What follows belongs to an exercise in optimizing a design on an open flow for small area, a short achievable clock period and few clock cycles per item; a production flow would make more cautious choices. Function was checked by simulation only, so behaviour that the tests miss may differ from the original. Power and IR drop assume default switching activity.

## mlp_sequencer
module mlp_sequencer #(
   parameter int N1        = 98,
   parameter int N2        = 10,
   parameter int W_K       = 4,
   parameter int W_X       = 8,
   parameter int W_OUT     = 16,
   parameter int ACT_SHIFT = 4,
   parameter int OUT_SHIFT = 8
) (
   input  logic                         clk,
   input  logic                         rstn,
   input  logic                         s_valid,
   output logic                         s_ready,
   input  logic [W_X-1:0]               s_data,
   output logic                         m_valid,
   input  logic                         m_ready,
   output logic [W_OUT-1:0]             m_data,
   output logic                         busy,
   output logic [1:0]                   w_sel,
   output logic [$clog2(N2+1)-1:0]      w_neuron,
   output logic [$clog2(N1/2+1)-1:0]    w_idx,
   input  logic [W_K-1:0]               w_data,
   output logic [W_K-1:0]               tanh_idx,
   input  logic [W_OUT-1:0]             tanh_data
);
==> flow/config.mk <==
export PLATFORM = sky130hd
export DESIGN_NAME = mlp_sequencer
export DESIGN_NICKNAME = mlp_sequencer
export VERILOG_FILES = /design/flow/design.v
export SDC_FILE = /design/flow/constraint.sdc
export NUM_CORES = 4
export LEC_CHECK = 0
export CAP_MARGIN = 20
export CORE_MARGIN = 2
export CORE_UTILIZATION = 40
export CTS_BUF_LIST = sky130_fd_sc_hd__clkbuf_16
export CTS_CLUSTER_DIAMETER = 150
export CTS_CLUSTER_SIZE = 28
export PLACE_DENSITY = 0.8
export SETUP_SLACK_MARGIN = 4.45
export SLEW_MARGIN = 20
export TNS_END_PERCENT = 20
==> flow/constraint.sdc <==
create_clock -name core_clock -period 8.0 [get_ports {clk}]
set_input_delay 1.6000 -clock core_clock [delete_from_list [all_inputs] [get_ports {clk}]]
set_output_delay 1.6000 -clock core_clock [all_outputs]
set_load 0.01 [all_outputs]
standard.sh (not shown) runs the stock make flow with config.mk's settings and CLKGATE_MAP_FILE= SYNTH_SCRIPT=/design/flow/synth_recipe.tcl, a recipe that flattens the netlist after the stock synthesis.
==> flow/flow/run.sh <==
#!/bin/bash
# Standard layout with two changes: port buffers are plain buf_1 cells, and
# after placement the reset port buffer keeps only the gates of s_ready and
# busy, while a new buffer drives the rest of the reset net (flow/iso.tcl).
set -e
export BUFFER_PORTS_ARGS="-buffer_cell sky130_fd_sc_hd__buf_1"
bash standard.sh place > standard_place.log 2>&1
RES=$PWD/orfs/results/sky130hd/mlp_sequencer/base
RES=$RES OUT=$RES/3_place.odb openroad -no_init -exit flow/iso.tcl > iso.log 2>&1
bash standard.sh finish > standard_finish.log 2>&1
Other scripts of this flow, unchanged in this note and not shown: flow/flow/iso.tcl
Testbench counts at the start, summed over its fixed seeds: cycles 89,766, items 96.
Rerun with:
- CORE_UTILIZATION: 40 -> 55
- CTS_CLUSTER_DIAMETER: 150 -> 120
- CTS_CLUSTER_SIZE: 28 -> 25
- PLACE_DENSITY: 0.8 -> 0.85
Cell area falls by 0.99%.
Total power barely changes.
Global-route usage rises by 4.9 points.
Worst hold slack is about the same.
Clock skew falls by 0.0065 ns.
Final cell count falls by about 8%.

========
== red ==
mlp_sequencer again, from the RTL that the note above started with.
Settings: LEC_CHECK=0, CAP_MARGIN=20, CORE_MARGIN=2, CORE_UTILIZATION=40, CTS_BUF_LIST=sky130_fd_sc_hd__clkbuf_16, CTS_CLUSTER_DIAMETER=120, CTS_CLUSTER_SIZE=25, PLACE_DENSITY=0.8, SETUP_SLACK_MARGIN=4.4, SLEW_MARGIN=20, TNS_END_PERCENT=20; clock period 8.0 ns.
==> flow/flow/iso.tcl <==
# Give the reset port's fast path to s_ready/busy a buffer of its own: the
# port buffer keeps only the gates that feed those two outputs, and a new
# buffer drives the rest of the reset net.
set res $::env(RES)
read_db $res/3_place.odb
read_liberty /OpenROAD-flow-scripts/flow/platforms/sky130hd/lib/sky130_fd_sc_hd__tt_025C_1v80.lib
set block [ord::get_db_block]
set rport [$block findBTerm rstn]
set rnet [$rport getNet]
# port buffer: the one instance on the port net
set ib ""
foreach it [$rnet getITerms] { set ib [$it getInst] }
set onet ""
foreach it [$ib getITerms] { if {[$it isOutputSignal]} { set onet [$it getNet] } }
puts "reset port buffer [$ib getName] drives [$onet getName] with [llength [$onet getITerms]] pins"
# cells in the fan-in of the s_ready and busy ports, a few levels deep
proc fanin_insts {net depth} {
  set res {}
  if {$depth == 0} { return $res }
  foreach it [$net getITerms] {
    if {[$it isOutputSignal]} {
      set inst [$it getInst]
      lappend res [$inst getName]
      foreach iit [$inst getITerms] {
        if {[$iit isInputSignal] && [$iit getNet] ne "NULL"} {
          set res [concat $res [fanin_insts [$iit getNet] [expr {$depth - 1}]]]
        }
      }
    }
  }
  return $res
}
set keep {}
foreach p {s_ready busy} {
  set keep [concat $keep [fanin_insts [[$block findBTerm $p] getNet] 3]]
}
set keep [lsort -unique $keep]
puts "keep on port buffer: $keep"
set loads {}
set bx 0; set by 0; set n 0
foreach it [$onet getITerms] {
  if {[$it isInputSignal]} {
    set in [[$it getInst] getName]
    if {[lsearch $keep $in] < 0} {
      lappend loads "$in/[[$it getMTerm] getName]"
    }
  }
}
puts "moving [llength $loads] loads"
set loc [[$ib getBBox] xMin]
set x [expr {[[$ib getBBox] xMin] / 1000.0}]
set y [expr {[[$ib getBBox] yMin] / 1000.0}]
insert_buffer -buffer_cell sky130_fd_sc_hd__buf_4 -net [$onet getName] -load_pins $loads -location [list $x $y] -buffer_name rst_tree_buf
detailed_placement
check_placement
write_db $::env(OUT)
Scripts as last shown in full above: flow/flow/run.sh
red: all stages complete, timing, DRC and antenna checks passed
Testbench counts of red, summed over its fixed seeds: cycles 89,766, items 96.
### red -> blue
- CTS_BUF_LIST changed from sky130_fd_sc_hd__clkbuf_16 to sky130_fd_sc_hd__clkbuf_8 sky130_fd_sc_hd__clkbuf_16
- SETUP_SLACK_MARGIN changed from 4.4 to 4.45
### Flow results
- Clock share of power delta (red -> blue): insignificant
- Compared with red, blue shows first-iteration DRC count lower by about 34%.
- Re overall fraction of global-route tracks in use: red was higher than blue.
- Between blue and red, the difference in clock group power is negligible.
- blue vs. red: wire length has decreased; static power due to leakage fell 1.0%.
Here is what was changed in the inputs of green compared with blue.
- changing CTS_BUF_LIST from sky130_fd_sc_hd__clkbuf_8 sky130_fd_sc_hd__clkbuf_16 to sky130_fd_sc_hd__clkbuf_16
- changing TNS_END_PERCENT from 20 to 50
==> run notes <==
The number of gates on the worst path with buffers counted number comes out higher for green vs blue. Any difference in number of nets in the layout between green and blue is small enough to ignore. Between green and blue, the multi-input logic portion of the cell area does not differ in any meaningful way. Compared with blue, green is the more power-hungry design. Against blue, green reports a global-route wire length before repair that is higher.
> inputs changed (green -> orange)
- changing TNS_END_PERCENT from 50 to 5
Changes observed in orange relative to green: aggregate global-route resource usage +0.81 points; average wire length per cell after detail routing +0.70 um.
[compare] base=green new=orange: proportion of power drawn by the clock network neither gained nor lost much; first-pass GRT wire length picked up an extra 1400 um; design area neither gained nor lost much.
Looking at met1 track utilization from global routing across orange and green, the one that comes out higher is orange.
There was hardly any difference in non-clock buffer contribution to total cell area between orange and green.
Summary — initial DRC count, orange relative to green: higher, by 71%.
Compared to green, the routing of orange uses more wire.
Here is what was changed in the inputs of purple compared with orange.
- removing TNS_END_PERCENT (formerly 5)
Results
Total routing usage reported by global routing was lower in purple than in orange.
Summary: first-pass GRT wire length, purple better than orange
Total power: purple below orange
The standard cell with the maximum stage delay on the critical path comes out and2_1 in one run and buf_2 in the other, namely in purple and orange respectively.

========
Setup of run K:
mlp_sequencer again, from the RTL that the note above started with.
export LEC_CHECK = 0
export CAP_MARGIN = 20
export CORE_MARGIN = 2
export CORE_UTILIZATION = 40
export CTS_BUF_LIST = sky130_fd_sc_hd__clkbuf_16
export CTS_CLUSTER_DIAMETER = 120
export CTS_CLUSTER_SIZE = 25
export PLACE_DENSITY = 0.8
export SETUP_SLACK_MARGIN = 4.45
export SLEW_MARGIN = 20
export TNS_END_PERCENT = 20
create_clock -name core_clock -period 8.0 [get_ports {clk}]
Scripts as last shown in full above: flow/flow/run.sh, flow/flow/iso.tcl
Testbench counts of run K, summed over its fixed seeds: cycles 89,766, items 96.
The inputs of run G differ from those of run K as listed below.
--- a/flow/config.mk
+++ b/flow/config.mk
@@ -13,5 +13,4 @@
 export CTS_CLUSTER_SIZE = 25
 export PLACE_DENSITY = 0.8
-export SETUP_SLACK_MARGIN = 4.45
+export SETUP_SLACK_MARGIN = 4.5
 export SLEW_MARGIN = 20
-export TNS_END_PERCENT = 20
--- outcome ---
Sort run K and run G by non-clock buffer count, descending, and run G comes first.
Minimum clock period essentially unchanged between run G and run K.
In run G, design area is higher than in run K.
Run G: flow completed, timing, DRC and antenna clean

========
== run a ==
Another version of the RTL of mlp_sequencer (not shown whole).
For scale: about 230 flip-flops, ~67 I/O pins, roughly 8700 um2 of cells after synthesis.
export LEC_CHECK = 0
export CAP_MARGIN = 20
export CORE_MARGIN = 2
export CORE_UTILIZATION = 40
export CTS_BUF_LIST = sky130_fd_sc_hd__clkbuf_16
export CTS_CLUSTER_DIAMETER = 120
export CTS_CLUSTER_SIZE = 25
export GPL_TIMING_DRIVEN = 0
export PLACE_DENSITY = 0.8
export SETUP_SLACK_MARGIN = 4.45
export SLEW_MARGIN = 20
create_clock -name core_clock -period 8.0 [get_ports {clk}]
Scripts as last shown in full above: flow/flow/run.sh, flow/flow/iso.tcl
Testbench counts of run a, summed over its fixed seeds: cycles 89,766, items 96.
Input-level comparison between run b and run a:
- SETUP_SLACK_MARGIN: 4.45 -> 4.5
- GPL_TIMING_DRIVEN: 0 -> unset
Each of the runs, namely run b and run a, reached the end of the flow and came out clean. Sequential group share of total power ended up 1.1 points higher on run b than on run a. Net switching power improves in run b relative to run a. Compared run b against run a; arrival time at the worst endpoint within noise. Run a → run b: leakage power total moved down; fraction of area in multi-input gates level; sequential share of layout area moved up; slew at the pin with the worst max-slew slack moved up; first-pass GRT wire length moved down. Lower core utilization among run b and run a: run b. Setup slack of the worst register-to-register path in run b is 20 ps above run a.

-- what the ideal ports hide --
No port has a modelled driver above. Below, the same layouts with a new extraction and two added sets of constraints.
Step 1 assumes that a clkbuf_16 drives the clock port and a buf_2 every other input.
Step 2 times the ports against the registers' clock, not the clock port: input delays grow and output delays shrink by t, the midpoint of the rising clock arrivals with the driver on.
Slacks: ideal ports / drivers / drivers and shift; pairs: ideal ports / drivers.
| run | t, ns | setup slack, ns | worst register clock-pin slew, ns |
|---|---|---|---|
| the first run of note 1 | 0.518 | 4.432 / 4.384 / 4.384 | 0.11 / 0.11 |
| the second run of note 1 | 0.507 | 4.397 / 4.344 / 4.344 | 0.10 / 0.10 |
| red | 0.508 | 4.378 / 4.325 / 4.325 | 0.10 / 0.10 |
| blue | 0.514 | 4.431 / 4.384 / 4.384 | 0.11 / 0.11 |
| green | 0.514 | 4.408 / 4.358 / 4.358 | 0.11 / 0.11 |
| orange | 0.508 | 4.407 / 4.351 / 4.351 | 0.10 / 0.10 |
| purple | 0.514 | 4.432 / 4.385 / 4.385 | 0.11 / 0.11 |
| run K | 0.514 | 4.431 / 4.384 / 4.384 | 0.11 / 0.11 |
| run G | 0.512 | 4.434 / 4.392 / 4.392 | 0.10 / 0.10 |
| run a | 0.514 | 4.449 / 4.393 / 4.191 | 0.10 / 0.10 |
| run b | 0.510 | 4.445 / 4.403 / 4.184 | 0.10 / 0.10 |
After both steps setup and hold are still met in every run listed. The setup slack of run b, which loses most, moves by -0.042 ns with the drivers and by -0.261 ns with both steps.
